From an optimization exercise on the open Yosys and OpenROAD flow, aimed at small area; shortcuts taken in it are not production practice.
In this exercise RTL edits were held to simulation tests only and were not proved equivalent to the original.
No activity file was given, so power comes from the tool's default toggle rates.

Setup of run A:
==> flow/design.v (excerpt) <==
module gm_curve_mc #(
    parameter int  CH_NUM   = 3,
    parameter int  DATI_SZ  = 10,
    parameter int  DATO_SZ  = 10,
    parameter int  SEG_BITS = 4,
    localparam int CHW      = (CH_NUM > 1) ? $clog2(CH_NUM) : 1
) (
    input  logic                      pclk,
    input  logic                      prst,
    input  logic [CH_NUM*DATI_SZ-1:0] px_i,
    input  logic                      px_vld_i,
    input  logic                      frm_str,
    input  logic                      gm_en,
    input  logic [4:0]                gm_str,
    input  logic                      tbl_we,
    input  logic [CHW-1:0]            tbl_ch,
    input  logic [SEG_BITS:0]         tbl_addr,
    input  logic [DATO_SZ-1:0]        tbl_wdat,
    input  logic                      tbl_upd,
    output logic                      tbl_upd_pend,
    output logic [CH_NUM*DATO_SZ-1:0] px_o,
    output logic                      px_vld_o
);
Size: roughly 2700 cells after synthesis, ~1100 flip-flops, about 91 I/O pins, about 48000 µm² of cells after synthesis.
make LEC_CHECK=0 CAP_MARGIN=20 CORE_MARGIN=2 CORE_UTILIZATION=40 CTS_CLUSTER_DIAMETER=100 CTS_CLUSTER_SIZE=30 GPL_TIMING_DRIVEN=0 SLEW_MARGIN=20 finish   # period 10.0 ns
run.sh (not shown) runs the stock make flow with config.mk's settings and CLKGATE_MAP_FILE= SYNTH_SCRIPT=/design/flow/synth_recipe.tcl, a recipe that flattens the netlist after the stock synthesis.
Run A ran to completion and came out clean on the timing, design-rule and antenna checks.
Edits applied to the flow inputs when going from run A to run B:
==> flow/flow/run.sh (new file) <==
#!/bin/bash
# Layout flow: the standard layout (standard.sh), with the standard
# synthesis unchanged. Two settings differ after synthesis:
#   * the port buffers are sky130_fd_sc_hd__buf_2 cells (every input and
#     output still gets its own buffer, as in the standard flow);
#   * power recovery after global routing sizes down cells on paths with
#     positive slack.
# Each step's full output goes to a log file in this folder; ORFS's own
# per-step logs stay under orfs/logs/.
set -euo pipefail
cd "$(dirname "$0")/.."
bash standard.sh synth > synth.log 2>&1
bash standard.sh "BUFFER_PORTS_ARGS=-buffer_cell sky130_fd_sc_hd__buf_2" \
    RECOVER_POWER=100 finish > layout.log 2>&1
==> flow/standard.sh (new file) <==
#!/bin/bash
# synth_recipe.tcl (not shown) runs the flow's synth.tcl, then flattens the netlist and writes it again
# the make line also repeats each setting of config.mk as NAME=value (left out here)
make -C /OpenROAD-flow-scripts/flow DESIGN_CONFIG=/design/flow/config.mk WORK_HOME=/design/flow/orfs CLKGATE_MAP_FILE= SYNTH_SCRIPT=/design/flow/synth_recipe.tcl "${@:-finish}"
removed: flow/run.sh
==> summary.txt <==
Run B and run A: one clean run, run A; the rest did not finish clean. Every stage of run B finished as expected; the final checks, on the other hand, flagged max-capacitance violations, max-slew violations, which means the layout fails. Relative to run A, run B improves smallest setup slack after layout. Final cell count delta (run B -> run A): insignificant. Changes observed in run B relative to run A: transition time of the tightest slew-check pin now sits higher; number of ordinary and repair buffers in the finished layout now sits higher; part of the total power dissipated in the clock network now sits higher. Run B vs. run A: clock skew went down 0.0077 ns; count of clock-buffer cells in the layout went down 2.
Input changes introduced in run C (baseline for comparison: run B):
# run B
export LEC_CHECK = 0
export CAP_MARGIN = 20
export CORE_MARGIN = 2
export CORE_UTILIZATION = 40
export CTS_CLUSTER_DIAMETER = 100
export CTS_CLUSTER_SIZE = 30
export GPL_TIMING_DRIVEN = 0
export SLEW_MARGIN = 20
create_clock -name core_clock -period 10.0 [get_ports {pclk}]
# run C
export LEC_CHECK = 0
export CAP_MARGIN = 20
export CORE_MARGIN = 2
export CORE_UTILIZATION = 60
export CTS_CLUSTER_DIAMETER = 100
export CTS_CLUSTER_SIZE = 30
export GPL_TIMING_DRIVEN = 0
export SLEW_MARGIN = 20
create_clock -name core_clock -period 10.0 [get_ports {pclk}]
==> flow/run.sh (new file) <==
#!/bin/bash
# synth_recipe.tcl (not shown) runs the flow's synth.tcl, then flattens the netlist and writes it again
# the make line also repeats each setting of config.mk as NAME=value (left out here)
make -C /OpenROAD-flow-scripts/flow DESIGN_CONFIG=/design/flow/config.mk WORK_HOME=/design/flow/orfs CLKGATE_MAP_FILE= SYNTH_SCRIPT=/design/flow/synth_recipe.tcl finish
removed: flow/flow/run.sh
removed: flow/standard.sh
Findings:
- Looking at the reports, run C completed the entire flow and the layout it produced met the timing, design-rule and antenna checks.
- From run B to run C, number of cells produced by synthesis did not move at all.
- Fraction of area in registers: run C vs run B down 1.3 points
- Run C vs. run B: wire length of the first global-routing pass has decreased; post-synthesis instance area has remained practically unchanged.
- Multi-input combinational cell area delta for run C relative to run B: 400 µm² higher
- Taking run B as the reference, in run C register-to-register slack moved up; global-route total usage across every layer went up 9.1 points.

========
## the reference run
Another version of the RTL of gm_curve_mc (not shown whole).
Size in the first run: about 2400 cells after synthesis, roughly 91 I/O pins.
// gm_curve_mc
module gm_curve_mc #(
    parameter int  CH_NUM   = 3,
    parameter int  DATI_SZ  = 10,
    parameter int  DATO_SZ  = 10,
    parameter int  SEG_BITS = 4,
    localparam int CHW      = (CH_NUM > 1) ? $clog2(CH_NUM) : 1
) (
    input  logic                      pclk,
    input  logic                      prst,
    input  logic [CH_NUM*DATI_SZ-1:0] px_i,
    input  logic                      px_vld_i,
    input  logic                      frm_str,
    input  logic                      gm_en,
    input  logic [4:0]                gm_str,
    input  logic                      tbl_we,
    input  logic [CHW-1:0]            tbl_ch,
    input  logic [SEG_BITS:0]         tbl_addr,
    input  logic [DATO_SZ-1:0]        tbl_wdat,
    input  logic                      tbl_upd,
    output logic                      tbl_upd_pend,
    output logic [CH_NUM*DATO_SZ-1:0] px_o,
    output logic                      px_vld_o
);
    localparam int NSEG = 1 << SEG_BITS;
    localparam int NE   = NSEG / 2 + 1;          
    localparam int NO   = NSEG / 2;              
    localparam int DXW  = DATI_SZ - SEG_BITS;    
    localparam logic [SEG_BITS:0] ADDR_MAX = (SEG_BITS+1)'(NSEG);
  ...
Settings: LEC_CHECK=0, CAP_MARGIN=20, CORE_MARGIN=2, CORE_UTILIZATION=60, CTS_CLUSTER_DIAMETER=100, CTS_CLUSTER_SIZE=30, GPL_TIMING_DRIVEN=0, SLEW_MARGIN=20, SYNTH_HIERARCHICAL=1; clock period 10.0 ns.
standard.sh (not shown) runs the stock make flow with config.mk's settings and CLKGATE_MAP_FILE= SYNTH_SCRIPT=/design/flow/synth_recipe.tcl, a recipe that flattens the netlist after the stock synthesis.
==> flow/flow/run.sh <==
#!/bin/bash
# Layout flow: the standard layout (standard.sh) with the standard
# synthesis unchanged. Two settings differ after synthesis:
#   * the port buffers are sky130_fd_sc_hd__buf_2 cells (every input and
#     output still gets its own buffer, as in the standard flow);
#   * the largest buffers (buf_8, buf_12, buf_16) are not used by the
#     placement and timing repair; the platform's own don't-use list still
#     applies (its config.mk appends to this variable).
# Each step's full output goes to a log file in this folder; ORFS's own
# per-step logs stay under orfs/logs/.
set -euo pipefail
cd "$(dirname "$0")/.."
bash standard.sh synth > synth.log 2>&1
DONT_USE_CELLS="sky130_fd_sc_hd__buf_8 sky130_fd_sc_hd__buf_12 sky130_fd_sc_hd__buf_16" \
    bash standard.sh "BUFFER_PORTS_ARGS=-buffer_cell sky130_fd_sc_hd__buf_2" \
    finish > layout.log 2>&1
The reference run completed every stage of the flow, and the final layout passed the timing, design-rule and antenna checks.
What the trial run does differently from the reference run at the input level:
==> flow/run.sh (new file) <==
#!/bin/bash
# synth_recipe.tcl (not shown) runs the flow's synth.tcl, then flattens the netlist and writes it again
# the make line also repeats each setting of config.mk as NAME=value (left out here)
make -C /OpenROAD-flow-scripts/flow DESIGN_CONFIG=/design/flow/config.mk WORK_HOME=/design/flow/orfs CLKGATE_MAP_FILE= SYNTH_SCRIPT=/design/flow/synth_recipe.tcl finish
removed: flow/flow/run.sh
removed: flow/standard.sh
Results
- Taking the reference run as the reference point, the slew at the pin closest to its max-slew limit of the trial run falls by 0.11 ns.
- Against the reference run, total wire length after detailed routing in the trial run fell slightly.
- Status: mean number of vias per cell parity (the reference run, the trial run)
- For the power share of the clock group, the trial run came in 0.4 points lower than the reference run did.
- The higher total stage count of the critical path of the trial run and the reference run is in the reference run.
- Compared with the reference run, in the trial run total power consumption of the routed design now larger, via count shows no meaningful change, cell area after placement moved up, number of global-route vias before repair did not really move, register-to-register slack -0.12 ns.

afterwards: timing with drivers on the ports:
In the flow no input, the clock included, has a driving cell. The finished layouts below were timed again as built, in two steps.
Step 1 (the two cells are an assumption about what drives the block):
set clk [get_ports {pclk}]
set_driving_cell -lib_cell sky130_fd_sc_hd__clkbuf_16 $clk
set_driving_cell -lib_cell sky130_fd_sc_hd__buf_2 [delete_from_list [all_inputs] $clk]
Step 2, shift: input delay + t, output delay - t, t = (earliest + latest rising clock arrival at the registers) / 2. This alone moves slack from input paths to output paths.
Three values: ideal, step 1, step 2; two values: the first two.
run	shift t [ns]	slack for setup (ns)	worst slew at a driven data input, ns
run A	0.708	0.249 / 0.183 / -0.460	0.16
run B	0.699	0.260 / 0.240 / -0.417	0.14
run C	0.707	0.252 / 0.200 / -0.445	0.12
the reference run	0.683	0.229 / 0.231 / -0.453	0.06
the trial run	0.672	0.130 / 0.167 / -0.506	0.07
The setup slack of run A, which loses most, moves by -0.066 ns with the drivers and by -0.709 ns with both steps.
